Background: an optimization exercise with open tools, aiming at small area, a short achievable clock period and few clock cycles per item. Do not read the settings as production practice.
Function was checked by simulation only, so behaviour that the tests miss may differ from the original.
Power is estimated from default activity; no workload was simulated.

==> flow/design.v <==
package tpu_pkg;
    localparam int N      = 4;
    localparam int DATA_W = 8;
    localparam int ACC_W  = 18;   
    localparam int ADDR_W = 8;
    localparam logic [ADDR_W-1:0] CTRL_ADDR   = 8'h00;
    localparam logic [ADDR_W-1:0] STATUS_ADDR = 8'h04;
endpackage
`timescale 1ns/1ps
module tpu_dot4
(
    input  logic [7:0]  a0, a1, a2, a3,
    input  logic [7:0]  w0, w1, w2, w3,
    output logic [17:0] r0,
    output logic [17:0] r1
);
    wire s1 = ~(a0[0] & w0[7]) ^ (a0[1] & w0[6]) ^ (a0[2] & w0[5]);
    wire c2 = (~(a0[0] & w0[7]) & (a0[1] & w0[6])) | (~(a0[0] & w0[7]) & (a0[2] & w0[5])) | ((a0[1] & w0[6]) & (a0[2] & w0[5]));
    wire s3 = (a0[3] & w0[4]) ^ (a0[4] & w0[3]) ^ (a0[5] & w0[2]);
    wire c4 = ((a0[3] & w0[4]) & (a0[4] & w0[3])) | ((a0[3] & w0[4]) & (a0[5] & w0[2])) | ((a0[4] & w0[3]) & (a0[5] & w0[2]));
    wire s5 = ~(a0[1] & w0[7]) ^ (a0[2] & w0[6]) ^ (a0[3] & w0[5]);
    wire c6 = (~(a0[1] & w0[7]) & (a0[2] & w0[6])) | (~(a0[1] & w0[7]) & (a0[3] & w0[5])) | ((a0[2] & w0[6]) & (a0[3] & w0[5]));
    wire s7 = (a0[0] & w0[4]) ^ (a0[1] & w0[3]);
    wire c8 = (a0[0] & w0[4]) & (a0[1] & w0[3]);
    wire s9 = (a0[0] & w0[5]) ^ (a0[1] & w0[4]) ^ (a0[2] & w0[3]);
    wire c10 = ((a0[0] & w0[5]) & (a0[1] & w0[4])) | ((a0[0] & w0[5]) & (a0[2] & w0[3])) | ((a0[1] & w0[4]) & (a0[2] & w0[3]));
    wire s11 = (a0[3] & w0[2]) ^ (a0[4] & w0[1]) ^ (a0[5] & w0[0]);
    wire c12 = ((a0[3] & w0[2]) & (a0[4] & w0[1])) | ((a0[3] & w0[2]) & (a0[5] & w0[0])) | ((a0[4] & w0[1]) & (a0[5] & w0[0]));
    wire s13 = (a1[0] & w1[5]) ^ (a1[1] & w1[4]) ^ (a1[2] & w1[3]);
    wire c14 = ((a1[0] & w1[5]) & (a1[1] & w1[4])) | ((a1[0] & w1[5]) & (a1[2] & w1[3])) | ((a1[1] & w1[4]) & (a1[2] & w1[3]));
    wire s15 = (a0[0] & w0[6]) ^ (a0[1] & w0[5]) ^ (a0[2] & w0[4]);
    wire c16 = ((a0[0] & w0[6]) & (a0[1] & w0[5])) | ((a0[0] & w0[6]) & (a0[2] & w0[4])) | ((a0[1] & w0[5]) & (a0[2] & w0[4]));
    wire s17 = (a0[3] & w0[3]) ^ (a0[4] & w0[2]) ^ (a0[5] & w0[1]);
    wire c18 = ((a0[3] & w0[3]) & (a0[4] & w0[2])) | ((a0[3] & w0[3]) & (a0[5] & w0[1])) | ((a0[4] & w0[2]) & (a0[5] & w0[1]));
    wire s19 = (a0[6] & w0[0]) ^ (a1[0] & w1[6]) ^ (a1[1] & w1[5]);
    wire c20 = ((a0[6] & w0[0]) & (a1[0] & w1[6])) | ((a0[6] & w0[0]) & (a1[1] & w1[5])) | ((a1[0] & w1[6]) & (a1[1] & w1[5]));
    wire s21 = (a1[2] & w1[4]) ^ (a1[3] & w1[3]) ^ (a1[4] & w1[2]);
    wire c22 = ((a1[2] & w1[4]) & (a1[3] & w1[3])) | ((a1[2] & w1[4]) & (a1[4] & w1[2])) | ((a1[3] & w1[3]) & (a1[4] & w1[2]));
    wire s23 = (a1[5] & w1[1]) ^ (a1[6] & w1[0]) ^ (a2[0] & w2[6]);
    wire c24 = ((a1[5] & w1[1]) & (a1[6] & w1[0])) | ((a1[5] & w1[1]) & (a2[0] & w2[6])) | ((a1[6] & w1[0]) & (a2[0] & w2[6]));
    wire s25 = (a2[1] & w2[5]) ^ (a2[2] & w2[4]) ^ (a2[3] & w2[3]);
    wire c26 = ((a2[1] & w2[5]) & (a2[2] & w2[4])) | ((a2[1] & w2[5]) & (a2[3] & w2[3])) | ((a2[2] & w2[4]) & (a2[3] & w2[3]));
    wire s27 = (a0[6] & w0[1]) ^ ~(a0[7] & w0[0]) ^ ~(a1[0] & w1[7]);
    wire c28 = ((a0[6] & w0[1]) & ~(a0[7] & w0[0])) | ((a0[6] & w0[1]) & ~(a1[0] & w1[7])) | (~(a0[7] & w0[0]) & ~(a1[0] & w1[7]));
    wire s29 = (a1[1] & w1[6]) ^ (a1[2] & w1[5]) ^ (a1[3] & w1[4]);
    wire c30 = ((a1[1] & w1[6]) & (a1[2] & w1[5])) | ((a1[1] & w1[6]) & (a1[3] & w1[4])) | ((a1[2] & w1[5]) & (a1[3] & w1[4]));
    wire s31 = (a1[4] & w1[3]) ^ (a1[5] & w1[2]) ^ (a1[6] & w1[1]);
    wire c32 = ((a1[4] & w1[3]) & (a1[5] & w1[2])) | ((a1[4] & w1[3]) & (a1[6] & w1[1])) | ((a1[5] & w1[2]) & (a1[6] & w1[1]));
    wire s33 = ~(a1[7] & w1[0]) ^ ~(a2[0] & w2[7]) ^ (a2[1] & w2[6]);
    wire c34 = (~(a1[7] & w1[0]) & ~(a2[0] & w2[7])) | (~(a1[7] & w1[0]) & (a2[1] & w2[6])) | (~(a2[0] & w2[7]) & (a2[1] & w2[6]));
    wire s35 = (a2[2] & w2[5]) ^ (a2[3] & w2[4]) ^ (a2[4] & w2[3]);
    wire c36 = ((a2[2] & w2[5]) & (a2[3] & w2[4])) | ((a2[2] & w2[5]) & (a2[4] & w2[3])) | ((a2[3] & w2[4]) & (a2[4] & w2[3]));
    wire s37 = (a2[5] & w2[2]) ^ (a2[6] & w2[1]) ^ ~(a2[7] & w2[0]);
    wire c38 = ((a2[5] & w2[2]) & (a2[6] & w2[1])) | ((a2[5] & w2[2]) & ~(a2[7] & w2[0])) | ((a2[6] & w2[1]) & ~(a2[7] & w2[0]));
    wire s39 = ~(a3[0] & w3[7]) ^ (a3[1] & w3[6]) ^ (a3[2] & w3[5]);
    wire c40 = (~(a3[0] & w3[7]) & (a3[1] & w3[6])) | (~(a3[0] & w3[7]) & (a3[2] & w3[5])) | ((a3[1] & w3[6]) & (a3[2] & w3[5]));
    wire s41 = (a3[3] & w3[4]) ^ (a3[4] & w3[3]);
    wire c42 = (a3[3] & w3[4]) & (a3[4] & w3[3]);
    wire s43 = (a0[4] & w0[4]) ^ (a0[5] & w0[3]) ^ (a0[6] & w0[2]);
    wire c44 = ((a0[4] & w0[4]) & (a0[5] & w0[3])) | ((a0[4] & w0[4]) & (a0[6] & w0[2])) | ((a0[5] & w0[3]) & (a0[6] & w0[2]));
    wire s45 = ~(a0[7] & w0[1]) ^ ~(a1[1] & w1[7]) ^ (a1[2] & w1[6]);
    wire c46 = (~(a0[7] & w0[1]) & ~(a1[1] & w1[7])) | (~(a0[7] & w0[1]) & (a1[2] & w1[6])) | (~(a1[1] & w1[7]) & (a1[2] & w1[6]));
    wire s47 = (a1[3] & w1[5]) ^ (a1[4] & w1[4]) ^ (a1[5] & w1[3]);
    wire c48 = ((a1[3] & w1[5]) & (a1[4] & w1[4])) | ((a1[3] & w1[5]) & (a1[5] & w1[3])) | ((a1[4] & w1[4]) & (a1[5] & w1[3]));
    wire s49 = (a1[6] & w1[2]) ^ ~(a1[7] & w1[1]) ^ ~(a2[1] & w2[7]);
    wire c50 = ((a1[6] & w1[2]) & ~(a1[7] & w1[1])) | ((a1[6] & w1[2]) & ~(a2[1] & w2[7])) | (~(a1[7] & w1[1]) & ~(a2[1] & w2[7]));
    wire s51 = (a2[2] & w2[6]) ^ (a2[3] & w2[5]) ^ (a2[4] & w2[4]);
    wire c52 = ((a2[2] & w2[6]) & (a2[3] & w2[5])) | ((a2[2] & w2[6]) & (a2[4] & w2[4])) | ((a2[3] & w2[5]) & (a2[4] & w2[4]));
    wire s53 = (a2[5] & w2[3]) ^ (a2[6] & w2[2]) ^ ~(a2[7] & w2[1]);
    wire c54 = ((a2[5] & w2[3]) & (a2[6] & w2[2])) | ((a2[5] & w2[3]) & ~(a2[7] & w2[1])) | ((a2[6] & w2[2]) & ~(a2[7] & w2[1]));
    wire s55 = ~(a3[1] & w3[7]) ^ (a3[2] & w3[6]) ^ (a3[3] & w3[5]);
    wire c56 = (~(a3[1] & w3[7]) & (a3[2] & w3[6])) | (~(a3[1] & w3[7]) & (a3[3] & w3[5])) | ((a3[2] & w3[6]) & (a3[3] & w3[5]));
    wire s57 = (a3[4] & w3[4]) ^ (a3[5] & w3[3]) ^ (a3[6] & w3[2]);
    wire c58 = ((a3[4] & w3[4]) & (a3[5] & w3[3])) | ((a3[4] & w3[4]) & (a3[6] & w3[2])) | ((a3[5] & w3[3]) & (a3[6] & w3[2]));
    wire s59 = ~(a3[7] & w3[1]) ^ s5;
    wire c60 = ~(a3[7] & w3[1]) & s5;
    wire s61 = ~(a0[2] & w0[7]) ^ (a0[3] & w0[6]) ^ (a0[4] & w0[5]);
    wire c62 = (~(a0[2] & w0[7]) & (a0[3] & w0[6])) | (~(a0[2] & w0[7]) & (a0[4] & w0[5])) | ((a0[3] & w0[6]) & (a0[4] & w0[5]));
    wire s63 = (a0[5] & w0[4]) ^ (a0[6] & w0[3]) ^ ~(a0[7] & w0[2]);
    wire c64 = ((a0[5] & w0[4]) & (a0[6] & w0[3])) | ((a0[5] & w0[4]) & ~(a0[7] & w0[2])) | ((a0[6] & w0[3]) & ~(a0[7] & w0[2]));
    wire s65 = ~(a1[2] & w1[7]) ^ (a1[3] & w1[6]) ^ (a1[4] & w1[5]);
    wire c66 = (~(a1[2] & w1[7]) & (a1[3] & w1[6])) | (~(a1[2] & w1[7]) & (a1[4] & w1[5])) | ((a1[3] & w1[6]) & (a1[4] & w1[5]));
    wire s67 = (a1[5] & w1[4]) ^ (a1[6] & w1[3]) ^ ~(a1[7] & w1[2]);
    wire c68 = ((a1[5] & w1[4]) & (a1[6] & w1[3])) | ((a1[5] & w1[4]) & ~(a1[7] & w1[2])) | ((a1[6] & w1[3]) & ~(a1[7] & w1[2]));
    wire s69 = ~(a2[2] & w2[7]) ^ (a2[3] & w2[6]) ^ (a2[4] & w2[5]);
    wire c70 = (~(a2[2] & w2[7]) & (a2[3] & w2[6])) | (~(a2[2] & w2[7]) & (a2[4] & w2[5])) | ((a2[3] & w2[6]) & (a2[4] & w2[5]));
    wire s71 = (a2[5] & w2[4]) ^ (a2[6] & w2[3]) ^ ~(a2[7] & w2[2]);
    wire c72 = ((a2[5] & w2[4]) & (a2[6] & w2[3])) | ((a2[5] & w2[4]) & ~(a2[7] & w2[2])) | ((a2[6] & w2[3]) & ~(a2[7] & w2[2]));
    wire s73 = ~(a3[2] & w3[7]) ^ (a3[3] & w3[6]) ^ (a3[4] & w3[5]);
    wire c74 = (~(a3[2] & w3[7]) & (a3[3] & w3[6])) | (~(a3[2] & w3[7]) & (a3[4] & w3[5])) | ((a3[3] & w3[6]) & (a3[4] & w3[5]));
    wire s75 = (a3[5] & w3[4]) ^ (a3[6] & w3[3]);
    wire c76 = (a3[5] & w3[4]) & (a3[6] & w3[3]);
    wire s77 = ~(a0[3] & w0[7]) ^ (a0[4] & w0[6]) ^ (a0[5] & w0[5]);
    wire c78 = (~(a0[3] & w0[7]) & (a0[4] & w0[6])) | (~(a0[3] & w0[7]) & (a0[5] & w0[5])) | ((a0[4] & w0[6]) & (a0[5] & w0[5]));
    wire s79 = (a0[6] & w0[4]) ^ ~(a0[7] & w0[3]) ^ ~(a1[3] & w1[7]);
    wire c80 = ((a0[6] & w0[4]) & ~(a0[7] & w0[3])) | ((a0[6] & w0[4]) & ~(a1[3] & w1[7])) | (~(a0[7] & w0[3]) & ~(a1[3] & w1[7]));
    wire s81 = (a1[4] & w1[6]) ^ (a1[5] & w1[5]) ^ (a1[6] & w1[4]);
    wire c82 = ((a1[4] & w1[6]) & (a1[5] & w1[5])) | ((a1[4] & w1[6]) & (a1[6] & w1[4])) | ((a1[5] & w1[5]) & (a1[6] & w1[4]));
    wire s83 = ~(a1[7] & w1[3]) ^ ~(a2[3] & w2[7]) ^ (a2[4] & w2[6]);
    wire c84 = (~(a1[7] & w1[3]) & ~(a2[3] & w2[7])) | (~(a1[7] & w1[3]) & (a2[4] & w2[6])) | (~(a2[3] & w2[7]) & (a2[4] & w2[6]));
    wire s85 = (a2[5] & w2[5]) ^ (a2[6] & w2[4]) ^ ~(a2[7] & w2[3]);
    wire c86 = ((a2[5] & w2[5]) & (a2[6] & w2[4])) | ((a2[5] & w2[5]) & ~(a2[7] & w2[3])) | ((a2[6] & w2[4]) & ~(a2[7] & w2[3]));
    wire s87 = ~(a0[4] & w0[7]) ^ (a0[5] & w0[6]) ^ (a0[6] & w0[5]);
    wire c88 = (~(a0[4] & w0[7]) & (a0[5] & w0[6])) | (~(a0[4] & w0[7]) & (a0[6] & w0[5])) | ((a0[5] & w0[6]) & (a0[6] & w0[5]));
    wire s89 = (a0[0] & w0[3]) ^ (a0[1] & w0[2]) ^ (a0[2] & w0[1]);
    wire c90 = ((a0[0] & w0[3]) & (a0[1] & w0[2])) | ((a0[0] & w0[3]) & (a0[2] & w0[1])) | ((a0[1] & w0[2]) & (a0[2] & w0[1]));
    wire s91 = (a0[3] & w0[0]) ^ (a1[0] & w1[3]);
    wire c92 = (a0[3] & w0[0]) & (a1[0] & w1[3]);
    wire s93 = (a0[2] & w0[2]) ^ (a0[3] & w0[1]) ^ (a0[4] & w0[0]);
    wire c94 = ((a0[2] & w0[2]) & (a0[3] & w0[1])) | ((a0[2] & w0[2]) & (a0[4] & w0[0])) | ((a0[3] & w0[1]) & (a0[4] & w0[0]));
    wire s95 = (a1[0] & w1[4]) ^ (a1[1] & w1[3]) ^ (a1[2] & w1[2]);
    wire c96 = ((a1[0] & w1[4]) & (a1[1] & w1[3])) | ((a1[0] & w1[4]) & (a1[2] & w1[2])) | ((a1[1] & w1[3]) & (a1[2] & w1[2]));
    wire s97 = (a1[3] & w1[1]) ^ (a1[4] & w1[0]) ^ (a2[0] & w2[4]);
    wire c98 = ((a1[3] & w1[1]) & (a1[4] & w1[0])) | ((a1[3] & w1[1]) & (a2[0] & w2[4])) | ((a1[4] & w1[0]) & (a2[0] & w2[4]));
    wire s99 = (a2[1] & w2[3]) ^ (a2[2] & w2[2]) ^ (a2[3] & w2[1]);
    wire c100 = ((a2[1] & w2[3]) & (a2[2] & w2[2])) | ((a2[1] & w2[3]) & (a2[3] & w2[1])) | ((a2[2] & w2[2]) & (a2[3] & w2[1]));
    wire s101 = (a1[3] & w1[2]) ^ (a1[4] & w1[1]) ^ (a1[5] & w1[0]);
    wire c102 = ((a1[3] & w1[2]) & (a1[4] & w1[1])) | ((a1[3] & w1[2]) & (a1[5] & w1[0])) | ((a1[4] & w1[1]) & (a1[5] & w1[0]));
    wire s103 = (a2[0] & w2[5]) ^ (a2[1] & w2[4]) ^ (a2[2] & w2[3]);
    wire c104 = ((a2[0] & w2[5]) & (a2[1] & w2[4])) | ((a2[0] & w2[5]) & (a2[2] & w2[3])) | ((a2[1] & w2[4]) & (a2[2] & w2[3]));
    wire s105 = (a2[3] & w2[2]) ^ (a2[4] & w2[1]) ^ (a2[5] & w2[0]);
    wire c106 = ((a2[3] & w2[2]) & (a2[4] & w2[1])) | ((a2[3] & w2[2]) & (a2[5] & w2[0])) | ((a2[4] & w2[1]) & (a2[5] & w2[0]));
    wire s107 = (a3[0] & w3[5]) ^ (a3[1] & w3[4]) ^ (a3[2] & w3[3]);
    wire c108 = ((a3[0] & w3[5]) & (a3[1] & w3[4])) | ((a3[0] & w3[5]) & (a3[2] & w3[3])) | ((a3[1] & w3[4]) & (a3[2] & w3[3]));
    wire s109 = (a3[3] & w3[2]) ^ (a3[4] & w3[1]) ^ (a3[5] & w3[0]);
    wire c110 = ((a3[3] & w3[2]) & (a3[4] & w3[1])) | ((a3[3] & w3[2]) & (a3[5] & w3[0])) | ((a3[4] & w3[1]) & (a3[5] & w3[0]));
    wire s111 = (a2[4] & w2[2]) ^ (a2[5] & w2[1]) ^ (a2[6] & w2[0]);
    wire c112 = ((a2[4] & w2[2]) & (a2[5] & w2[1])) | ((a2[4] & w2[2]) & (a2[6] & w2[0])) | ((a2[5] & w2[1]) & (a2[6] & w2[0]));
    wire s113 = (a3[0] & w3[6]) ^ (a3[1] & w3[5]) ^ (a3[2] & w3[4]);
    wire c114 = ((a3[0] & w3[6]) & (a3[1] & w3[5])) | ((a3[0] & w3[6]) & (a3[2] & w3[4])) | ((a3[1] & w3[5]) & (a3[2] & w3[4]));
    wire s115 = (a3[3] & w3[3]) ^ (a3[4] & w3[2]) ^ (a3[5] & w3[1]);
    wire c116 = ((a3[3] & w3[3]) & (a3[4] & w3[2])) | ((a3[3] & w3[3]) & (a3[5] & w3[1])) | ((a3[4] & w3[2]) & (a3[5] & w3[1]));
    wire s117 = (a3[6] & w3[0]) ^ s15 ^ s17;
    wire c118 = ((a3[6] & w3[0]) & s15) | ((a3[6] & w3[0]) & s17) | (s15 & s17);
    wire s119 = s19 ^ s21 ^ s23;
    wire c120 = (s19 & s21) | (s19 & s23) | (s21 & s23);
    wire s121 = s25 ^ c10;
    wire c122 = s25 & c10;
    wire s123 = (a3[5] & w3[2]) ^ (a3[6] & w3[1]) ^ ~(a3[7] & w3[0]);
    wire c124 = ((a3[5] & w3[2]) & (a3[6] & w3[1])) | ((a3[5] & w3[2]) & ~(a3[7] & w3[0])) | ((a3[6] & w3[1]) & ~(a3[7] & w3[0]));
    wire s125 = s1 ^ s3 ^ s27;
    wire c126 = (s1 & s3) | (s1 & s27) | (s3 & s27);
    wire s127 = s29 ^ s31 ^ s33;
    wire c128 = (s29 & s31) | (s29 & s33) | (s31 & s33);
    wire s129 = s35 ^ s37 ^ s39;
    wire c130 = (s35 & s37) | (s35 & s39) | (s37 & s39);
    wire s131 = s41 ^ c16 ^ c18;
    wire c132 = (s41 & c16) | (s41 & c18) | (c16 & c18);
    wire s133 = c20 ^ c22 ^ c24;
    wire c134 = (c20 & c22) | (c20 & c24) | (c22 & c24);
    wire s135 = c2 ^ c4 ^ s43;
    wire c136 = (c2 & c4) | (c2 & s43) | (c4 & s43);
    wire s137 = s45 ^ s47 ^ s49;
    wire c138 = (s45 & s47) | (s45 & s49) | (s47 & s49);
    wire s139 = s51 ^ s53 ^ s55;
    wire c140 = (s51 & s53) | (s51 & s55) | (s53 & s55);
    wire s141 = s57 ^ s59 ^ c28;
    wire c142 = (s57 & s59) | (s57 & c28) | (s59 & c28);
    wire s143 = c30 ^ c32 ^ c34;
    wire c144 = (c30 & c32) | (c30 & c34) | (c32 & c34);
    wire s145 = c36 ^ c38 ^ c40;
    wire c146 = (c36 & c38) | (c36 & c40) | (c38 & c40);
    wire s147 = ~(a3[7] & w3[2]) ^ c6 ^ s61;
    wire c148 = (~(a3[7] & w3[2]) & c6) | (~(a3[7] & w3[2]) & s61) | (c6 & s61);
    wire s149 = s63 ^ s65 ^ s67;
    wire c150 = (s63 & s65) | (s63 & s67) | (s65 & s67);
    wire s151 = s69 ^ s71 ^ s73;
    wire c152 = (s69 & s71) | (s69 & s73) | (s71 & s73);
    wire s153 = s75 ^ c44 ^ c46;
    wire c154 = (s75 & c44) | (s75 & c46) | (c44 & c46);
    wire s155 = c48 ^ c50 ^ c52;
    wire c156 = (c48 & c50) | (c48 & c52) | (c50 & c52);
    wire s157 = c54 ^ c56 ^ c58;
    wire c158 = (c54 & c56) | (c54 & c58) | (c56 & c58);
    wire s159 = ~(a3[3] & w3[7]) ^ (a3[4] & w3[6]) ^ (a3[5] & w3[5]);
    wire c160 = (~(a3[3] & w3[7]) & (a3[4] & w3[6])) | (~(a3[3] & w3[7]) & (a3[5] & w3[5])) | ((a3[4] & w3[6]) & (a3[5] & w3[5]));
    wire s161 = (a3[6] & w3[4]) ^ ~(a3[7] & w3[3]) ^ 1'b1;
    wire c162 = ((a3[6] & w3[4]) & ~(a3[7] & w3[3])) | ((a3[6] & w3[4]) & 1'b1) | (~(a3[7] & w3[3]) & 1'b1);
    wire s163 = s77 ^ s79 ^ s81;
    wire c164 = (s77 & s79) | (s77 & s81) | (s79 & s81);
    wire s165 = s83 ^ s85 ^ c62;
    wire c166 = (s83 & s85) | (s83 & c62) | (s85 & c62);
    wire s167 = c64 ^ c66 ^ c68;
    wire c168 = (c64 & c66) | (c64 & c68) | (c66 & c68);
    wire s169 = c70 ^ c72 ^ c74;
    wire c170 = (c70 & c72) | (c70 & c74) | (c72 & c74);
    wire s171 = ~(a0[7] & w0[4]) ^ ~(a1[4] & w1[7]) ^ (a1[5] & w1[6]);
    wire c172 = (~(a0[7] & w0[4]) & ~(a1[4] & w1[7])) | (~(a0[7] & w0[4]) & (a1[5] & w1[6])) | (~(a1[4] & w1[7]) & (a1[5] & w1[6]));
    wire s173 = (a1[6] & w1[5]) ^ ~(a1[7] & w1[4]) ^ ~(a2[4] & w2[7]);
    wire c174 = ((a1[6] & w1[5]) & ~(a1[7] & w1[4])) | ((a1[6] & w1[5]) & ~(a2[4] & w2[7])) | (~(a1[7] & w1[4]) & ~(a2[4] & w2[7]));
    wire s175 = (a2[5] & w2[6]) ^ (a2[6] & w2[5]) ^ ~(a2[7] & w2[4]);
    wire c176 = ((a2[5] & w2[6]) & (a2[6] & w2[5])) | ((a2[5] & w2[6]) & ~(a2[7] & w2[4])) | ((a2[6] & w2[5]) & ~(a2[7] & w2[4]));
    wire s177 = ~(a3[4] & w3[7]) ^ (a3[5] & w3[6]) ^ (a3[6] & w3[5]);
    wire c178 = (~(a3[4] & w3[7]) & (a3[5] & w3[6])) | (~(a3[4] & w3[7]) & (a3[6] & w3[5])) | ((a3[5] & w3[6]) & (a3[6] & w3[5]));
    wire s179 = ~(a3[7] & w3[4]) ^ s87 ^ c78;
    wire c180 = (~(a3[7] & w3[4]) & s87) | (~(a3[7] & w3[4]) & c78) | (s87 & c78);
    wire s181 = c80 ^ c82 ^ c84;
    wire c182 = (c80 & c82) | (c80 & c84) | (c82 & c84);
    wire s183 = ~(a0[5] & w0[7]) ^ (a0[6] & w0[6]) ^ ~(a0[7] & w0[5]);
    wire c184 = (~(a0[5] & w0[7]) & (a0[6] & w0[6])) | (~(a0[5] & w0[7]) & ~(a0[7] & w0[5])) | ((a0[6] & w0[6]) & ~(a0[7] & w0[5]));
    wire s185 = ~(a1[5] & w1[7]) ^ (a1[6] & w1[6]) ^ ~(a1[7] & w1[5]);
    wire c186 = (~(a1[5] & w1[7]) & (a1[6] & w1[6])) | (~(a1[5] & w1[7]) & ~(a1[7] & w1[5])) | ((a1[6] & w1[6]) & ~(a1[7] & w1[5]));
    wire s187 = ~(a2[5] & w2[7]) ^ (a2[6] & w2[6]) ^ ~(a2[7] & w2[5]);
    wire c188 = (~(a2[5] & w2[7]) & (a2[6] & w2[6])) | (~(a2[5] & w2[7]) & ~(a2[7] & w2[5])) | ((a2[6] & w2[6]) & ~(a2[7] & w2[5]));
    wire s189 = (a0[0] & w0[2]) ^ (a0[1] & w0[1]) ^ (a0[2] & w0[0]);
    wire c190 = ((a0[0] & w0[2]) & (a0[1] & w0[1])) | ((a0[0] & w0[2]) & (a0[2] & w0[0])) | ((a0[1] & w0[1]) & (a0[2] & w0[0]));
    wire s191 = (a1[0] & w1[2]) ^ (a1[1] & w1[1]);
    wire c192 = (a1[0] & w1[2]) & (a1[1] & w1[1]);
    wire s193 = (a1[1] & w1[2]) ^ (a1[2] & w1[1]) ^ (a1[3] & w1[0]);
    wire c194 = ((a1[1] & w1[2]) & (a1[2] & w1[1])) | ((a1[1] & w1[2]) & (a1[3] & w1[0])) | ((a1[2] & w1[1]) & (a1[3] & w1[0]));
    wire s195 = (a2[0] & w2[3]) ^ (a2[1] & w2[2]) ^ (a2[2] & w2[1]);
    wire c196 = ((a2[0] & w2[3]) & (a2[1] & w2[2])) | ((a2[0] & w2[3]) & (a2[2] & w2[1])) | ((a2[1] & w2[2]) & (a2[2] & w2[1]));
    wire s197 = (a2[3] & w2[0]) ^ (a3[0] & w3[3]) ^ (a3[1] & w3[2]);
    wire c198 = ((a2[3] & w2[0]) & (a3[0] & w3[3])) | ((a2[3] & w2[0]) & (a3[1] & w3[2])) | ((a3[0] & w3[3]) & (a3[1] & w3[2]));
    wire s199 = (a2[4] & w2[0]) ^ (a3[0] & w3[4]) ^ (a3[1] & w3[3]);
    wire c200 = ((a2[4] & w2[0]) & (a3[0] & w3[4])) | ((a2[4] & w2[0]) & (a3[1] & w3[3])) | ((a3[0] & w3[4]) & (a3[1] & w3[3]));
    wire s201 = (a3[2] & w3[2]) ^ (a3[3] & w3[1]) ^ (a3[4] & w3[0]);
    wire c202 = ((a3[2] & w3[2]) & (a3[3] & w3[1])) | ((a3[2] & w3[2]) & (a3[4] & w3[0])) | ((a3[3] & w3[1]) & (a3[4] & w3[0]));
    wire s203 = s7 ^ s93 ^ s95;
    wire c204 = (s7 & s93) | (s7 & s95) | (s93 & s95);
    wire s205 = s97 ^ s99;
    wire c206 = s97 & s99;
    wire s207 = s9 ^ s11 ^ s13;
    wire c208 = (s9 & s11) | (s9 & s13) | (s11 & s13);
    wire s209 = c8 ^ s101 ^ s103;
    wire c210 = (c8 & s101) | (c8 & s103) | (s101 & s103);
    wire s211 = s105 ^ s107 ^ s109;
    wire c212 = (s105 & s107) | (s105 & s109) | (s107 & s109);
    wire s213 = c94 ^ c96 ^ c98;
    wire c214 = (c94 & c96) | (c94 & c98) | (c96 & c98);
    wire s215 = c12 ^ c14 ^ s111;
    wire c216 = (c12 & c14) | (c12 & s111) | (c14 & s111);
    wire s217 = s113 ^ s115 ^ s117;
    wire c218 = (s113 & s115) | (s113 & s117) | (s115 & s117);
    wire s219 = s119 ^ s121 ^ c102;
    wire c220 = (s119 & s121) | (s119 & c102) | (s121 & c102);
    wire s221 = c104 ^ c106 ^ c108;
    wire c222 = (c104 & c106) | (c104 & c108) | (c106 & c108);
    wire s223 = c26 ^ s123 ^ s125;
    wire c224 = (c26 & s123) | (c26 & s125) | (s123 & s125);
    wire s225 = s127 ^ s129 ^ s131;
    wire c226 = (s127 & s129) | (s127 & s131) | (s129 & s131);
    wire s227 = s133 ^ c112 ^ c114;
    wire c228 = (s133 & c112) | (s133 & c114) | (c112 & c114);
    wire s229 = c116 ^ c118 ^ c120;
    wire c230 = (c116 & c118) | (c116 & c120) | (c118 & c120);
    wire s231 = c42 ^ s135 ^ s137;
    wire c232 = (c42 & s135) | (c42 & s137) | (s135 & s137);
    wire s233 = s139 ^ s141 ^ s143;
    wire c234 = (s139 & s141) | (s139 & s143) | (s141 & s143);
    wire s235 = s145 ^ c124 ^ c126;
    wire c236 = (s145 & c124) | (s145 & c126) | (c124 & c126);
    wire s237 = c128 ^ c130 ^ c132;
    wire c238 = (c128 & c130) | (c128 & c132) | (c130 & c132);
    wire s239 = c60 ^ s147 ^ s149;
    wire c240 = (c60 & s147) | (c60 & s149) | (s147 & s149);
    wire s241 = s151 ^ s153 ^ s155;
    wire c242 = (s151 & s153) | (s151 & s155) | (s153 & s155);
    wire s243 = s157 ^ c136 ^ c138;
    wire c244 = (s157 & c136) | (s157 & c138) | (c136 & c138);
    wire s245 = c140 ^ c142 ^ c144;
    wire c246 = (c140 & c142) | (c140 & c144) | (c142 & c144);
    wire s247 = c76 ^ s159 ^ s161;
    wire c248 = (c76 & s159) | (c76 & s161) | (s159 & s161);
    wire s249 = s163 ^ s165 ^ s167;
    wire c250 = (s163 & s165) | (s163 & s167) | (s165 & s167);
    wire s251 = s169 ^ c148 ^ c150;
    wire c252 = (s169 & c148) | (s169 & c150) | (c148 & c150);
    wire s253 = c152 ^ c154 ^ c156;
    wire c254 = (c152 & c154) | (c152 & c156) | (c154 & c156);
    wire s255 = c86 ^ s171 ^ s173;
    wire c256 = (c86 & s171) | (c86 & s173) | (s171 & s173);
    wire s257 = s175 ^ s177 ^ s179;
    wire c258 = (s175 & s177) | (s175 & s179) | (s177 & s179);
    wire s259 = s181 ^ c160 ^ c162;
    wire c260 = (s181 & c160) | (s181 & c162) | (c160 & c162);
    wire s261 = c164 ^ c166 ^ c168;
    wire c262 = (c164 & c166) | (c164 & c168) | (c166 & c168);
    wire s263 = ~(a3[5] & w3[7]) ^ (a3[6] & w3[6]) ^ ~(a3[7] & w3[5]);
    wire c264 = (~(a3[5] & w3[7]) & (a3[6] & w3[6])) | (~(a3[5] & w3[7]) & ~(a3[7] & w3[5])) | ((a3[6] & w3[6]) & ~(a3[7] & w3[5]));
    wire s265 = c88 ^ s183 ^ s185;
    wire c266 = (c88 & s183) | (c88 & s185) | (s183 & s185);
    wire s267 = s187 ^ c172 ^ c174;
    wire c268 = (s187 & c172) | (s187 & c174) | (c172 & c174);
    wire s269 = c176 ^ c178 ^ c180;
    wire c270 = (c176 & c178) | (c176 & c180) | (c178 & c180);
    wire s271 = ~(a0[6] & w0[7]) ^ ~(a0[7] & w0[6]) ^ ~(a1[6] & w1[7]);
    wire c272 = (~(a0[6] & w0[7]) & ~(a0[7] & w0[6])) | (~(a0[6] & w0[7]) & ~(a1[6] & w1[7])) | (~(a0[7] & w0[6]) & ~(a1[6] & w1[7]));
    wire s273 = ~(a1[7] & w1[6]) ^ ~(a2[6] & w2[7]) ^ ~(a2[7] & w2[6]);
    wire c274 = (~(a1[7] & w1[6]) & ~(a2[6] & w2[7])) | (~(a1[7] & w1[6]) & ~(a2[7] & w2[6])) | (~(a2[6] & w2[7]) & ~(a2[7] & w2[6]));
    wire s275 = ~(a3[6] & w3[7]) ^ ~(a3[7] & w3[6]) ^ c184;
    wire c276 = (~(a3[6] & w3[7]) & ~(a3[7] & w3[6])) | (~(a3[6] & w3[7]) & c184) | (~(a3[7] & w3[6]) & c184);
    wire s277 = (a0[0] & w0[1]) ^ (a0[1] & w0[0]) ^ (a1[0] & w1[1]);
    wire c278 = ((a0[0] & w0[1]) & (a0[1] & w0[0])) | ((a0[0] & w0[1]) & (a1[0] & w1[1])) | ((a0[1] & w0[0]) & (a1[0] & w1[1]));
    wire s279 = (a1[2] & w1[0]) ^ (a2[0] & w2[2]) ^ (a2[1] & w2[1]);
    wire c280 = ((a1[2] & w1[0]) & (a2[0] & w2[2])) | ((a1[2] & w1[0]) & (a2[1] & w2[1])) | ((a2[0] & w2[2]) & (a2[1] & w2[1]));
    wire s281 = (a2[2] & w2[0]) ^ (a3[0] & w3[2]) ^ (a3[1] & w3[1]);
    wire c282 = ((a2[2] & w2[0]) & (a3[0] & w3[2])) | ((a2[2] & w2[0]) & (a3[1] & w3[1])) | ((a3[0] & w3[2]) & (a3[1] & w3[1]));
    wire s283 = (a3[2] & w3[1]) ^ (a3[3] & w3[0]) ^ s89;
    wire c284 = ((a3[2] & w3[1]) & (a3[3] & w3[0])) | ((a3[2] & w3[1]) & s89) | ((a3[3] & w3[0]) & s89);
    wire s285 = s91 ^ s193 ^ s195;
    wire c286 = (s91 & s193) | (s91 & s195) | (s193 & s195);
    wire s287 = s197 ^ c190;
    wire c288 = s197 & c190;
    wire s289 = c90 ^ c92 ^ s199;
    wire c290 = (c90 & c92) | (c90 & s199) | (c92 & s199);
    wire s291 = s201 ^ s203 ^ s205;
    wire c292 = (s201 & s203) | (s201 & s205) | (s203 & s205);
    wire s293 = c194 ^ c196 ^ c198;
    wire c294 = (c194 & c196) | (c194 & c198) | (c196 & c198);
    wire s295 = c100 ^ s207 ^ s209;
    wire c296 = (c100 & s207) | (c100 & s209) | (s207 & s209);
    wire s297 = s211 ^ s213 ^ c200;
    wire c298 = (s211 & s213) | (s211 & c200) | (s213 & c200);
    wire s299 = c202 ^ c204 ^ c206;
    wire c300 = (c202 & c204) | (c202 & c206) | (c204 & c206);
    wire s301 = c110 ^ s215 ^ s217;
    wire c302 = (c110 & s215) | (c110 & s217) | (s215 & s217);
    wire s303 = s219 ^ s221 ^ c208;
    wire c304 = (s219 & s221) | (s219 & c208) | (s221 & c208);
    wire s305 = c210 ^ c212 ^ c214;
    wire c306 = (c210 & c212) | (c210 & c214) | (c212 & c214);
    wire s307 = c122 ^ s223 ^ s225;
    wire c308 = (c122 & s223) | (c122 & s225) | (s223 & s225);
    wire s309 = s227 ^ s229 ^ c216;
    wire c310 = (s227 & s229) | (s227 & c216) | (s229 & c216);
    wire s311 = c218 ^ c220 ^ c222;
    wire c312 = (c218 & c220) | (c218 & c222) | (c220 & c222);
    wire s313 = c134 ^ s231 ^ s233;
    wire c314 = (c134 & s231) | (c134 & s233) | (s231 & s233);
    wire s315 = s235 ^ s237 ^ c224;
    wire c316 = (s235 & s237) | (s235 & c224) | (s237 & c224);
    wire s317 = c226 ^ c228 ^ c230;
    wire c318 = (c226 & c228) | (c226 & c230) | (c228 & c230);
    wire s319 = c146 ^ s239 ^ s241;
    wire c320 = (c146 & s239) | (c146 & s241) | (s239 & s241);
    wire s321 = s243 ^ s245 ^ c232;
    wire c322 = (s243 & s245) | (s243 & c232) | (s245 & c232);
    wire s323 = c234 ^ c236 ^ c238;
    wire c324 = (c234 & c236) | (c234 & c238) | (c236 & c238);
    wire s325 = c158 ^ s247 ^ s249;
    wire c326 = (c158 & s247) | (c158 & s249) | (s247 & s249);
    wire s327 = s251 ^ s253 ^ c240;
    wire c328 = (s251 & s253) | (s251 & c240) | (s253 & c240);
    wire s329 = c242 ^ c244 ^ c246;
    wire c330 = (c242 & c244) | (c242 & c246) | (c244 & c246);
    wire s331 = c170 ^ s255 ^ s257;
    wire c332 = (c170 & s255) | (c170 & s257) | (s255 & s257);
    wire s333 = s259 ^ s261 ^ c248;
    wire c334 = (s259 & s261) | (s259 & c248) | (s261 & c248);
    wire s335 = c250 ^ c252 ^ c254;
    wire c336 = (c250 & c252) | (c250 & c254) | (c252 & c254);
    wire s337 = c182 ^ s263 ^ s265;
    wire c338 = (c182 & s263) | (c182 & s265) | (s263 & s265);
    wire s339 = s267 ^ s269 ^ c256;
    wire c340 = (s267 & s269) | (s267 & c256) | (s269 & c256);
    wire s341 = c258 ^ c260 ^ c262;
    wire c342 = (c258 & c260) | (c258 & c262) | (c260 & c262);
    wire s343 = c186 ^ c188 ^ s271;
    wire c344 = (c186 & c188) | (c186 & s271) | (c188 & s271);
    wire s345 = s273 ^ s275 ^ c264;
    wire c346 = (s273 & s275) | (s273 & c264) | (s275 & c264);
    wire s347 = c266 ^ c268 ^ c270;
    wire c348 = (c266 & c268) | (c266 & c270) | (c268 & c270);
    wire s349 = (a0[7] & w0[7]) ^ (a1[7] & w1[7]) ^ (a2[7] & w2[7]);
    wire c350 = ((a0[7] & w0[7]) & (a1[7] & w1[7])) | ((a0[7] & w0[7]) & (a2[7] & w2[7])) | ((a1[7] & w1[7]) & (a2[7] & w2[7]));
    wire s351 = (a3[7] & w3[7]) ^ c272 ^ c274;
    wire c352 = ((a3[7] & w3[7]) & c272) | ((a3[7] & w3[7]) & c274) | (c272 & c274);
    wire s353 = (a1[1] & w1[0]) ^ (a2[0] & w2[1]) ^ (a2[1] & w2[0]);
    wire c354 = ((a1[1] & w1[0]) & (a2[0] & w2[1])) | ((a1[1] & w1[0]) & (a2[1] & w2[0])) | ((a2[0] & w2[1]) & (a2[1] & w2[0]));
    wire s355 = (a3[2] & w3[0]) ^ s189 ^ s191;
    wire c356 = ((a3[2] & w3[0]) & s189) | ((a3[2] & w3[0]) & s191) | (s189 & s191);
    wire s357 = s279 ^ s281;
    wire c358 = s279 & s281;
    wire s359 = c192 ^ s283 ^ s285;
    wire c360 = (c192 & s283) | (c192 & s285) | (s283 & s285);
    wire s361 = s287 ^ c280 ^ c282;
    wire c362 = (s287 & c280) | (s287 & c282) | (c280 & c282);
    wire s363 = s289 ^ s291 ^ s293;
    wire c364 = (s289 & s291) | (s289 & s293) | (s291 & s293);
    wire s365 = c284 ^ c286 ^ c288;
    wire c366 = (c284 & c286) | (c284 & c288) | (c286 & c288);
    wire s367 = s295 ^ s297 ^ s299;
    wire c368 = (s295 & s297) | (s295 & s299) | (s297 & s299);
    wire s369 = c290 ^ c292 ^ c294;
    wire c370 = (c290 & c292) | (c290 & c294) | (c292 & c294);
    wire s371 = s301 ^ s303 ^ s305;
    wire c372 = (s301 & s303) | (s301 & s305) | (s303 & s305);
    wire s373 = c296 ^ c298 ^ c300;
    wire c374 = (c296 & c298) | (c296 & c300) | (c298 & c300);
    wire s375 = s307 ^ s309 ^ s311;
    wire c376 = (s307 & s309) | (s307 & s311) | (s309 & s311);
    wire s377 = c302 ^ c304 ^ c306;
    wire c378 = (c302 & c304) | (c302 & c306) | (c304 & c306);
    wire s379 = s313 ^ s315 ^ s317;
    wire c380 = (s313 & s315) | (s313 & s317) | (s315 & s317);
    wire s381 = c308 ^ c310 ^ c312;
    wire c382 = (c308 & c310) | (c308 & c312) | (c310 & c312);
    wire s383 = s319 ^ s321 ^ s323;
    wire c384 = (s319 & s321) | (s319 & s323) | (s321 & s323);
    wire s385 = c314 ^ c316 ^ c318;
    wire c386 = (c314 & c316) | (c314 & c318) | (c316 & c318);
    wire s387 = s325 ^ s327 ^ s329;
    wire c388 = (s325 & s327) | (s325 & s329) | (s327 & s329);
    wire s389 = c320 ^ c322 ^ c324;
    wire c390 = (c320 & c322) | (c320 & c324) | (c322 & c324);
    wire s391 = s331 ^ s333 ^ s335;
    wire c392 = (s331 & s333) | (s331 & s335) | (s333 & s335);
    wire s393 = c326 ^ c328 ^ c330;
    wire c394 = (c326 & c328) | (c326 & c330) | (c328 & c330);
    wire s395 = s337 ^ s339 ^ s341;
    wire c396 = (s337 & s339) | (s337 & s341) | (s339 & s341);
    wire s397 = c332 ^ c334 ^ c336;
    wire c398 = (c332 & c334) | (c332 & c336) | (c334 & c336);
    wire s399 = s343 ^ s345 ^ s347;
    wire c400 = (s343 & s345) | (s343 & s347) | (s345 & s347);
    wire s401 = c338 ^ c340 ^ c342;
    wire c402 = (c338 & c340) | (c338 & c342) | (c340 & c342);
    wire s403 = c276 ^ s349 ^ s351;
    wire c404 = (c276 & s349) | (c276 & s351) | (s349 & s351);
    wire s405 = c344 ^ c346 ^ c348;
    wire c406 = (c344 & c346) | (c344 & c348) | (c346 & c348);
    wire s407 = (a0[0] & w0[0]) ^ (a1[0] & w1[0]);
    wire c408 = (a0[0] & w0[0]) & (a1[0] & w1[0]);
    wire s409 = (a3[0] & w3[1]) ^ (a3[1] & w3[0]) ^ s277;
    wire c410 = ((a3[0] & w3[1]) & (a3[1] & w3[0])) | ((a3[0] & w3[1]) & s277) | ((a3[1] & w3[0]) & s277);
    wire s411 = c278 ^ s355 ^ s357;
    wire c412 = (c278 & s355) | (c278 & s357) | (s355 & s357);
    wire s413 = s359 ^ s361 ^ c356;
    wire c414 = (s359 & s361) | (s359 & c356) | (s361 & c356);
    wire s415 = s363 ^ s365 ^ c360;
    wire c416 = (s363 & s365) | (s363 & c360) | (s365 & c360);
    wire s417 = s367 ^ s369 ^ c364;
    wire c418 = (s367 & s369) | (s367 & c364) | (s369 & c364);
    wire s419 = s371 ^ s373 ^ c368;
    wire c420 = (s371 & s373) | (s371 & c368) | (s373 & c368);
    wire s421 = s375 ^ s377 ^ c372;
    wire c422 = (s375 & s377) | (s375 & c372) | (s377 & c372);
    wire s423 = s379 ^ s381 ^ c376;
    wire c424 = (s379 & s381) | (s379 & c376) | (s381 & c376);
    wire s425 = s383 ^ s385 ^ c380;
    wire c426 = (s383 & s385) | (s383 & c380) | (s385 & c380);
    wire s427 = s387 ^ s389 ^ c384;
    wire c428 = (s387 & s389) | (s387 & c384) | (s389 & c384);
    wire s429 = s391 ^ s393 ^ c388;
    wire c430 = (s391 & s393) | (s391 & c388) | (s393 & c388);
    wire s431 = s395 ^ s397 ^ c392;
    wire c432 = (s395 & s397) | (s395 & c392) | (s397 & c392);
    wire s433 = s399 ^ s401 ^ c396;
    wire c434 = (s399 & s401) | (s399 & c396) | (s401 & c396);
    wire s435 = s403 ^ s405 ^ c400;
    wire c436 = (s403 & s405) | (s403 & c400) | (s405 & c400);
    wire s437 = c350 ^ c352 ^ c404;
    wire c438 = (c350 & c352) | (c350 & c404) | (c352 & c404);
    wire s439 = (a2[0] & w2[0]) ^ (a3[0] & w3[0]);
    wire c440 = (a2[0] & w2[0]) & (a3[0] & w3[0]);
    wire s441 = s353 ^ s409 ^ c408;
    wire c442 = (s353 & s409) | (s353 & c408) | (s409 & c408);
    wire s443 = c354 ^ s411 ^ c410;
    wire c444 = (c354 & s411) | (c354 & c410) | (s411 & c410);
    wire s445 = c358 ^ s413 ^ c412;
    wire c446 = (c358 & s413) | (c358 & c412) | (s413 & c412);
    wire s447 = c362 ^ s415 ^ c414;
    wire c448 = (c362 & s415) | (c362 & c414) | (s415 & c414);
    wire s449 = c366 ^ s417 ^ c416;
    wire c450 = (c366 & s417) | (c366 & c416) | (s417 & c416);
    wire s451 = c370 ^ s419 ^ c418;
    wire c452 = (c370 & s419) | (c370 & c418) | (s419 & c418);
    wire s453 = c374 ^ s421 ^ c420;
    wire c454 = (c374 & s421) | (c374 & c420) | (s421 & c420);
    wire s455 = c378 ^ s423 ^ c422;
    wire c456 = (c378 & s423) | (c378 & c422) | (s423 & c422);
    wire s457 = c382 ^ s425 ^ c424;
    wire c458 = (c382 & s425) | (c382 & c424) | (s425 & c424);
    wire s459 = c386 ^ s427 ^ c426;
    wire c460 = (c386 & s427) | (c386 & c426) | (s427 & c426);
    wire s461 = c390 ^ s429 ^ c428;
    wire c462 = (c390 & s429) | (c390 & c428) | (s429 & c428);
    wire s463 = c394 ^ s431 ^ c430;
    wire c464 = (c394 & s431) | (c394 & c430) | (s431 & c430);
    wire s465 = c398 ^ s433 ^ c432;
    wire c466 = (c398 & s433) | (c398 & c432) | (s433 & c432);
    wire s467 = c402 ^ s435 ^ c434;
    wire c468 = (c402 & s435) | (c402 & c434) | (s435 & c434);
    wire s469 = c406 ^ s437 ^ c436;
    wire c470 = (c406 & s437) | (c406 & c436) | (s437 & c436);
    assign r0[0] = s407;
    assign r0[1] = s441;
    assign r0[2] = s443;
    assign r0[3] = s445;
    assign r0[4] = s447;
    assign r0[5] = s449;
    assign r0[6] = s451;
    assign r0[7] = s453;
    assign r0[8] = s455;
    assign r0[9] = s457;
    assign r0[10] = s459;
    assign r0[11] = s461;
    assign r0[12] = s463;
    assign r0[13] = s465;
    assign r0[14] = s467;
    assign r0[15] = s469;
    assign r0[16] = c438;
    assign r0[17] = 1'b0;
    assign r1[0] = s439;
    assign r1[1] = c440;
    assign r1[2] = c442;
    assign r1[3] = c444;
    assign r1[4] = c446;
    assign r1[5] = c448;
    assign r1[6] = c450;
    assign r1[7] = c452;
    assign r1[8] = c454;
    assign r1[9] = c456;
    assign r1[10] = c458;
    assign r1[11] = c460;
    assign r1[12] = c462;
    assign r1[13] = c464;
    assign r1[14] = c466;
    assign r1[15] = c468;
    assign r1[16] = c470;
    assign r1[17] = 1'b0;
endmodule
`timescale 1ns/1ps
module tpu_top
(
    input  logic        clk,
    input  logic        rst,
    input  logic        psel,
    input  logic        penable,
    input  logic        pwrite,
    input  logic [7:0]  paddr,
    input  logic [31:0] pwdata,
    output logic [31:0] prdata,
    output logic        pready,
    output logic        pslverr
);
    logic [7:0] feat [16];
    logic [7:0] wgt  [16];
    logic [6:0] res  [16];
    logic       busy;
    logic       done;
    logic [3:0] idx;
    logic       aligned, is_ctrl, is_status, is_feat, is_wgt, is_res, mapped;
    assign idx       = paddr[5:2];
    assign aligned   = (paddr[1:0] == 2'b00);
    assign is_ctrl   = (paddr == 8'h00);
    assign is_status = (paddr == 8'h04);
    assign is_feat   = aligned && (paddr[7:6] == 2'd1);
    assign is_wgt    = aligned && (paddr[7:6] == 2'd2);
    assign is_res    = aligned && (paddr[7:6] == 2'd3);
    assign mapped    = is_ctrl || is_status || is_feat || is_wgt || is_res;
    logic [3:0]  t1;         
    logic [3:0]  o2;         
    logic        v2;         
    logic        last2;      
    logic [3:0]  wc;         
    logic [17:0] cs0, cs1;   
    logic [17:0] p0, p1;     
    logic [17:0] sum;
    logic [6:0]  act;
    tpu_dot4 i_dot (
        .a0 (feat[{t1[3:2], 2'd0}]), .a1 (feat[{t1[3:2], 2'd1}]),
        .a2 (feat[{t1[3:2], 2'd2}]), .a3 (feat[{t1[3:2], 2'd3}]),
        .w0 (wgt[{2'd0, t1[1:0]}]),  .w1 (wgt[{2'd1, t1[1:0]}]),
        .w2 (wgt[{2'd2, t1[1:0]}]),  .w3 (wgt[{2'd3, t1[1:0]}]),
        .r0 (cs0),
        .r1 (cs1)
    );
    assign sum = p0 + p1 + 18'h20000;
    assign act = sum[17] ? 7'd0 : (|sum[16:7]) ? 7'd127 : sum[6:0];
    logic setup, access;
    logic busy_nx, done_nx;    
    logic err_setup;           
    logic err_acc;             
    logic go_setup;            
    logic go;                  
    logic we_feat, we_wgt;
    assign setup   = psel && !penable;
    assign access  = psel && penable;
    assign busy_nx = busy && !last2;
    assign done_nx = done || last2;
    always_comb begin
        err_setup = !mapped || (pwrite && (is_status || is_res))
                 || (pwrite && busy_nx && (is_feat || is_wgt || (is_ctrl && pwdata[0])));
        err_acc   = !mapped || (pwrite && (is_status || is_res))
                 || (pwrite && busy && (is_feat || is_wgt || (is_ctrl && pwdata[0])));
    end
    assign go_setup = setup && pwrite && is_ctrl && pwdata[0] && !busy_nx;
    assign go       = access && pwrite && is_ctrl && pwdata[0] && !busy;
    assign we_feat  = access && pwrite && is_feat && !busy;
    assign we_wgt   = access && pwrite && is_wgt && !busy;
    logic [7:0] rd;
    logic [6:0] res_rd;
    assign res_rd = (v2 && o2 == idx) ? act : res[idx];
    always_comb begin
        rd = 8'd0;
        if (err_setup) rd = 8'd0;
        else if (is_status) rd = {6'd0, done_nx, busy_nx};
        else if (is_feat) rd = feat[idx];
        else if (is_wgt) rd = wgt[idx];
        else if (is_res) rd = {1'b0, res_rd};
    end
    logic [7:0] rd_q;
    logic       err_q;
    always_ff @(posedge clk) begin
        rd_q  <= rd;
        err_q <= err_setup;
    end
    assign prdata  = {{24{rd_q[7]}}, rd_q};
    assign pslverr = err_q;
    assign pready  = 1'b1;
    always_ff @(posedge clk) begin
        for (int e = 0; e < 16; e++) begin
            if (rst) feat[e] <= 8'd0;
            else if (we_feat && idx == 4'(e)) feat[e] <= pwdata[7:0];
            if (rst) wgt[e] <= 8'd0;
            else if (we_wgt && idx == 4'(e)) wgt[e] <= pwdata[7:0];
            if (rst) res[e] <= 7'd0;
            else if (v2 && o2 == 4'(e)) res[e] <= act;
        end
    end
    always_ff @(posedge clk) begin
        if (rst) begin
            busy  <= 1'b0;
            done  <= 1'b0;
            wc    <= 4'd0;
            v2    <= 1'b0;
            last2 <= 1'b0;
        end else begin
            if (go) begin
                busy <= 1'b1;
                done <= 1'b0;
            end else if (last2) begin
                busy <= 1'b0;
                done <= 1'b1;
            end
            if (go_setup) wc <= 4'd15;
            else if (wc != 4'd0) wc <= wc - 4'd1;
            v2    <= go_setup || (wc != 4'd0);
            last2 <= (wc == 4'd1);
        end
    end
    always_ff @(posedge clk) begin
        if (rst) t1 <= 4'd0;
        else t1 <= t1 + 4'd1;
        o2 <= t1;
        p0 <= cs0;
        p1 <= cs1;
    end
endmodule
==> flow/run.sh <==
#!/bin/bash
# synth_recipe.tcl (not shown) runs the flow's synth.tcl, then flattens the netlist and writes it again
# the make line also repeats each setting of config.mk as NAME=value (left out here)
make -C /OpenROAD-flow-scripts/flow DESIGN_CONFIG=/design/flow/config.mk WORK_HOME=/design/flow/orfs CLKGATE_MAP_FILE= SYNTH_SCRIPT=/design/flow/synth_recipe.tcl finish
==> flow/config.mk <==
export PLATFORM = sky130hd
export DESIGN_NAME = tpu_top
export DESIGN_NICKNAME = tpu_top
export VERILOG_FILES = /design/flow/design.v
export SDC_FILE = /design/flow/constraint.sdc
export NUM_CORES = 4
export LEC_CHECK = 0
export CAP_MARGIN = 20
export CORE_MARGIN = 2
export CORE_UTILIZATION = 40
export SLEW_MARGIN = 20
==> flow/constraint.sdc <==
create_clock -name core_clock -period 10.0 [get_ports {clk}]
set_input_delay 2.0000 -clock core_clock [delete_from_list [all_inputs] [get_ports {clk}]]
set_output_delay 2.0000 -clock core_clock [all_outputs]
set_load 0.01 [all_outputs]
==> run summary <==
cells in the mapped netlist, drive strengths merged, types with 14 or more instances:
library cell and number:
nor3 107, mux4 32, and2 118, a22o 26, fa 223, and3 37
a22oi 159, nor2 65, a221oi 27, a31oi 30, clkbuf 165, a211oi 117
buf 76, dfxtp 427, nand4 29, o221ai 14, o21ai 123, a21oi 300
nand3 38, ha 38, inv 189, nand2 737
sequential cells by signal, summed over array words and instances (netlist names):
register	flops
last2	1
o2	4
res	112
done	1
busy	1
rd_q	8
wc	4
feat	128
err_q	1
p1	17
t1	4
p0	17
wgt	128
v2	1
power breakdown:
group	switching, W	internal, W	leakage, nW
logic	0.000356	0.000127	6.06
registers	0.0000281	0.00173	3.44
clock network	0.000764	0.00106	0.786
total	0.00115	0.00292	10.3
worst min path at each step:
stage                        to  cells after the start   from
after floorplan           o2[2]                      0  t1[2]
after global placement    o2[1]                      0  t1[1]
after detailed placement  o2[1]                      0  t1[1]
after CTS                 o2[1]                      0  t1[1]
after global routing      o2[1]                      0  t1[1]
final                     o2[1]                      0  t1[1]
layout by cell type, fill, tap and decap left out, types with 28 or more instances in the layout:
| cell | n |
|---|---|
| nand2_1 | 737 |
| dfxtp_1 | 426 |
| a21oi_1 | 299 |
| fa_1 | 223 |
| inv_1 | 189 |
| a22oi_1 | 159 |
| o21ai_0 | 120 |
| and2_1 | 116 |
| nor3_1 | 107 |
| a211oi_1 | 95 |
| buf_4 | 74 |
| nor2_1 | 63 |
| clkdlybuf4s50_1 | 51 |
| clkbuf_16 | 49 |
| nand3_1 | 38 |
| ha_1 | 38 |
| and3_1 | 37 |
| mux4_2 | 32 |
| a31oi_1 | 29 |
| nand4_1 | 28 |
per-stage QoR:
| stage | power [W] | cell area (um^2) | cells | setup WS, ns | hold WS, ns |
|---|---|---|---|---|---|
| 2_1_floorplan | 0.00209 | 27200 | 3216 | 4.11 | 0.329 |
| 3_3_place_gp | 0.00226 | 28400 | 3975 | 3.00 | 0.397 |
| 3_5_place_dp | 0.00226 | 28400 | 3975 | 2.90 | 0.405 |
| 4_1_cts | 0.00407 | 30000 | 4061 | 2.87 | 0.421 |
| 5_1_grt | 0.00417 | 30000 | 4061 | 2.58 | 0.439 |
| 6_report | 0.00407 | 30000 | 4061 | 2.86 | 0.417 |
final cells by class:
type	instances	area [um^2]	area share [%]
Clock buffer	67	1360	4.54
Clock inverter	19	240	0.800
Inverter	189	709	2.36
Multi-Input combinational cell	2359	17000	56.6
Sequential cell	427	8550	28.5
Tap cell	873	1090	3.64
Timing Repair Buffer	127	1090	3.62
cell families (layout without fill, tap and decap cells):
logic type	count (synthesis)	count (layout)	synth area share, %
xor gates and xnor gates	15	15	0.483
adders and majority gates	261	261	18.2
other	1	1	0.0138
muxes	41	41	2.98
buffers and inverters	430	402	6.73
AOI/OAI and AO/OA	843	843	20.2
and+or+nand+nor	1198	1198	20.0
DFF	427	427	31.4
layer usage:
layer,track usage [%],vias up
li1,-,11000
met1,39.6,12200
met2,42.7,1598
met3,7.58,318
met4,12.2,2
met5,0,-
==> results.json <==
{
  "status": "timing/DRC/antenna clean",
  "min_period_ns": 7.14,
  "reg2regPathDepth": 16,
  "p_leak_nw": 10.3,
  "ys_top_cells_by_area": "dfxtp_1 31%, fa_1 16%, nand2_1 10%",
  "final_layout_size_suffix_gt1_share_pct": 7.56,
  "synth_top_area_share_pct": 31.4,
  "initial_core_util_pct": 40.4,
  "synthesis.nets": 3522,
  "wl_met1_um": 42100,
  "crit_end": "p0[11]",
  "drc": 0,
  "synth_top_flop_cell": "dfxtp_1",
  "rr_endpoint": "p0[11]",
  "ant_nets": 0,
  "vias": 25100,
  "routedWlPerCell_um": 25.3,
  "dieArea_um2": 70100,
  "fillerInstances": 6653,
  "r2r-start": "t1[1]",
  "cts_tree": "built",
  "grt.overflow.total": 0,
  "hpwl_um": 71200,
  "cts-hold-fix-buffers": 0,
  "chipWidth_um": 265,
  "clk-insertion-delay-late_ns": 0.61,
  "skew_ns": 0.0266,
  "n_antenna_cell": 0,
  "cp_slowest_cell": "or4_1",
  "setup_violations": 0,
  "numPortBuffers": 53,
  "cp.depth": 16,
  "crit_type": "flip-flop to flip-flop",
  "rows": 95,
  "pin_count": 79,
  "cts.sinks": 427,
  "end_kind": "flip-flop",
  "chipHeight_um": 265,
  "cp.arrival_ns": 7.61,
  "max_freq_mhz": 140,
  "ys_seq_elements": 427,
  "cp_top_family": "adder cells",
  "path_buf_inv": 5,
  "crit_start": "t1[1]",
  "routed_wl_um": 103000,
  "synth_warnings": 7,
  "cp_max_fo": 33,
  "netlist_instances": 3216,
  "syn_to_final_growth_pct": 10.4,
  "r2r_setup_slack_ns": 2.86,
  "fin_util_pct": 44.6,
  "ys_types": 72,
  "ys_async_sr_fraction_pct": 0,
  "wl_met2_um": 43500,
  "cts.path.max_buffers": 3,
  "startpoint_type": "flip-flop",
  "root_buffer": "clkbuf_16",
  "top_layer_used": "met5",
  "synth_top_area_cell": "dfxtp_1",
  "synth_edf_count": 0,
  "path_clk_slew_ns": 0.06,
  "rsz0062_at_grt": "no",
  "path_cells": "inv_1 > ha_1 > buf_4 > or4_1 > a31oi_1 > nand2_1 > fa_1 > inv_1 > fa_1 > fa_1 > inv_1 > fa_1 > fa_1 > fa_1 > inv_1 > fa_1",
  "syn_area_um2": 27200,
  "antenna_found_initial": 5,
  "tightest_slew_ns": 1.16,
  "slew_violations": 0,
  "cts_resized": 0,
  "routed_via_density": 6.19,
  "grt_max_degree": 102,
  "hold_viol_final": 0,
  "fin_tns_setup_ns": 0,
  "slowest_delay_ns": 1.06,
  "drv_cap": 0,
  "required_ns": 10.47,
  "slew_headroom_pct": 22.4,
  "core-area_um2": 67300,
  "place_congestion": 0.956,
  "grt_pass1_vias": 23900,
  "finalCritPeriodShare_pct": 71.4,
  "drt-pass1-iter-count": 12,
  "cp_common_cell": "fa_1",
  "dr_wl_met3_um": 12400,
  "synth-seq-area-share_pct": 31.4,
  "grt_pass1_wl_um": 153000,
  "htree_levels": 2,
  "drtIter0Drc": 3649,
  "hold_class": "flip-flop to flip-flop",
  "grt_usage_pct": 28.8,
  "cts_buffers": 48,
  "fin_nets": 3458,
  "syn_area_per_cell_um2": 8.46,
  "power.density_nw_per_um2": 135,
  "post_cts_buffers": 0,
  "vdd_ir_drop_max_uv": 107
}
Testbench counts, summed over its fixed seeds: cycles 17,472, jobs 192.

[afterwards: timing with drivers on the ports]
No port has a modelled driver above. Below, the same layout with a new extraction and two added sets of constraints. Step 1 (the two cells are an assumption about what drives the block):
set clk [get_ports {clk}]
set_driving_cell -lib_cell sky130_fd_sc_hd__clkbuf_16 $clk
set_driving_cell -lib_cell sky130_fd_sc_hd__buf_2 [delete_from_list [all_inputs] $clk]
Step 2 moves the port delays by t, midway between the first and last clock arrival at a register: inputs arrive t later, outputs are due t later. That takes back most of the time a late clock gives input paths. Three values: ideal, step 1, step 2; two values: the first two.
t (ns): 0.658
setup slack, ns: 2.855 / 2.855 / 2.855
hold WS [ns]: 0.417 / 0.417 / 0.417
worst data-port slew with drivers (ns): 0.05
After both steps this run still meets setup and hold. The setup slack of this run moves by 0.000 ns with the drivers and by 0.000 ns with both steps.
